Background: an optimization exercise with open tools, aiming at small area, a short achievable clock period and few clock cycles. Do not read the settings as production practice. The RTL was checked by simulation tests, not by an equivalence proof against the original design. Power figures rest on the tool's default switching activity, not on a simulated workload.

Setup of harbor:
## matvec_accel_top
module matvec_accel_top (
  input  logic            clk_main_a0,
  input  logic            rst_main_n_sync,
  input  logic            awvalid,
  input  axil_pkg::addr_t awaddr,
  output logic            awready,
  input  logic            wvalid,
  input  axil_pkg::word_t wdata,
  input  logic [3:0]      wstrb,
  output logic            wready,
  output logic            bvalid,
  output axil_pkg::resp_t bresp,
  input  logic            bready,
  input  logic            arvalid,
  input  axil_pkg::addr_t araddr,
  output logic            arready,
  output logic            rvalid,
  output axil_pkg::word_t rdata,
  output axil_pkg::resp_t rresp,
  input  logic            rready,
  output logic            busy
);
Size in the first run: roughly 7400 cells after synthesis, about 3000 flip-flops, roughly 100000 sq um of cells after synthesis.
export LEC_CHECK = 0
export ABC_CLOCK_PERIOD_IN_PS = 3800
export CAP_MARGIN = 20
export CORE_MARGIN = 2
export CORE_UTILIZATION = 50
export CTS_CLUSTER_DIAMETER = 100
export CTS_CLUSTER_SIZE = 28
export SLEW_MARGIN = 20
create_clock -name core_clock -period 13.0 [get_ports {clk_main_a0}]
standard.sh (not shown) runs the stock make flow with config.mk's settings and CLKGATE_MAP_FILE= SYNTH_SCRIPT=/design/flow/synth_recipe.tcl, a recipe that flattens the netlist after the stock synthesis.
==> flow/flow/run.sh <==
#!/bin/bash
set -euo pipefail
bash standard.sh synth > synth.log 2>&1
bash standard.sh SETUP_SLACK_MARGIN=9.2 "BUFFER_PORTS_ARGS=-buffer_cell sky130_fd_sc_hd__buf_2" finish > layout.log 2>&1
Testbench counts of harbor, summed over its fixed seeds: cycles 34,751.
> inputs changed (harbor -> amber)
# harbor
export LEC_CHECK = 0
export ABC_CLOCK_PERIOD_IN_PS = 3800
export CAP_MARGIN = 20
export CORE_MARGIN = 2
export CORE_UTILIZATION = 50
export CTS_CLUSTER_DIAMETER = 100
export CTS_CLUSTER_SIZE = 28
export SLEW_MARGIN = 20
create_clock -name core_clock -period 13.0 [get_ports {clk_main_a0}]
# amber
export LEC_CHECK = 0
export ABC_CLOCK_PERIOD_IN_PS = 3800
export CAP_MARGIN = 20
export CORE_MARGIN = 2
export CORE_UTILIZATION = 50
export CTS_CLUSTER_DIAMETER = 100
export CTS_CLUSTER_SIZE = 25
export SLEW_MARGIN = 20
create_clock -name core_clock -period 13.0 [get_ports {clk_main_a0}]
==> run notes <==
- The fraction of area in multi-input gates of amber and that of harbor are within noise of each other.
- On synthesized cell count, harbor and amber are basically level.
- Between harbor and amber, the difference in wire length is negligible.
- Compared with harbor, in amber filler cell count saw little to no change, highest clock rate saw an increase, worst stage delay on the critical path held.
- As far as mean area per synthesized cell is concerned, amber and harbor perform about the same.
- Total power, harbor and amber: smaller value in harbor
- On floorplan row count, harbor and amber are basically level.
- amber does better than harbor on final critical path time including I/O delays and setup.
## Diff of input files: nickel against amber
# amber
export LEC_CHECK = 0
export ABC_CLOCK_PERIOD_IN_PS = 3800
export CAP_MARGIN = 20
export CORE_MARGIN = 2
export CORE_UTILIZATION = 50
export CTS_CLUSTER_DIAMETER = 100
export CTS_CLUSTER_SIZE = 25
export SLEW_MARGIN = 20
create_clock -name core_clock -period 13.0 [get_ports {clk_main_a0}]
# nickel
export LEC_CHECK = 0
export ABC_CLOCK_PERIOD_IN_PS = 3800
export CAP_MARGIN = 20
export CORE_MARGIN = 2
export CORE_UTILIZATION = 50
export CTS_CLUSTER_DIAMETER = 100
export CTS_CLUSTER_SIZE = 30
export SLEW_MARGIN = 20
create_clock -name core_clock -period 13.0 [get_ports {clk_main_a0}]
### Flow results
amber → nickel: clock network area share saw a decrease; end-of-flow core utilization saw a decrease; number of nets in the finished design saw a decrease; clock power saw a decrease. [compare] base=amber new=nickel: sequential cell area fraction in the yosys report ~0 delta, proportion of layout cells with a drive suffix above 1 fell 0.40 points, total routed wirelength neither gained nor lost much, summed area of non-filler cells in the final layout -760 sq um, sequential power shows no meaningful change.
diff inputs: nickel => garnet
# nickel
export LEC_CHECK = 0
export ABC_CLOCK_PERIOD_IN_PS = 3800
export CAP_MARGIN = 20
export CORE_MARGIN = 2
export CORE_UTILIZATION = 50
export CTS_CLUSTER_DIAMETER = 100
export CTS_CLUSTER_SIZE = 30
export SLEW_MARGIN = 20
create_clock -name core_clock -period 13.0 [get_ports {clk_main_a0}]
# garnet
export LEC_CHECK = 0
export ABC_CLOCK_PERIOD_IN_PS = 3800
export CAP_MARGIN = 20
export CORE_MARGIN = 2
export CORE_UTILIZATION = 50
export CTS_CLUSTER_DIAMETER = 100
export CTS_CLUSTER_SIZE = 25
export SLEW_MARGIN = 20
create_clock -name core_clock -period 13.0 [get_ports {clk_main_a0}]
==> flow/flow/run.sh <==
#!/bin/bash
set -euo pipefail
bash standard.sh synth > synth.log 2>&1
bash standard.sh SETUP_SLACK_MARGIN=9.05 "BUFFER_PORTS_ARGS=-buffer_cell sky130_fd_sc_hd__buf_2" finish > layout.log 2>&1
Findings:
Between nickel and garnet, the detailed-route vias per instance figures differ only marginally. When the final numbers for garnet and nickel were put side by side, the global routing usage on met2 turned out to be greater in nickel. Of garnet and nickel, it is garnet that has the lower worst slack after detailed placement. Compared with nickel, in garnet total clock network power now larger, routed wire length now sits at about the same level. The non-clock buffer count number comes out higher for nickel vs garnet. Per the comparison of garnet with nickel, share of total power in the clock network went up by 2.0 points; multi-input gate share of the layout cell area barely changed; CTS H-tree depth up 1; power up 3.0%.

## re-timing with driven ports
How much do the figures lean on ideal ports? The routed layouts below were timed once more, with nothing changed but the port constraints.
Step 1 sets driving cells, clkbuf_16 on the clock port and buf_2 on the other inputs (assumed; they add their load-dependent delay and slew).
Step 2 times the ports against the registers' clock, not the clock port: input delays grow and output delays shrink by t, the midpoint of the rising clock arrivals with the driver on.
a / b / c = no drivers / after step 1 / after step 2; a / b = the first two.
run	t (ns)	setup slack, ns	worst slew at a driven data input, ns	pins driven straight from the clock port
harbor	0.912	9.010 / 8.923 / 8.350	0.06	1
amber	0.903	9.023 / 8.936 / 8.496	0.06	1
nickel	0.901	9.028 / 8.943 / 8.495	0.06	1
garnet	0.923	9.034 / 8.949 / 8.437	0.05	1
After both steps every run listed still meets setup and hold. For harbor, which loses most, drivers alone change the setup slack by -0.087 ns; drivers and shift together by -0.660 ns.
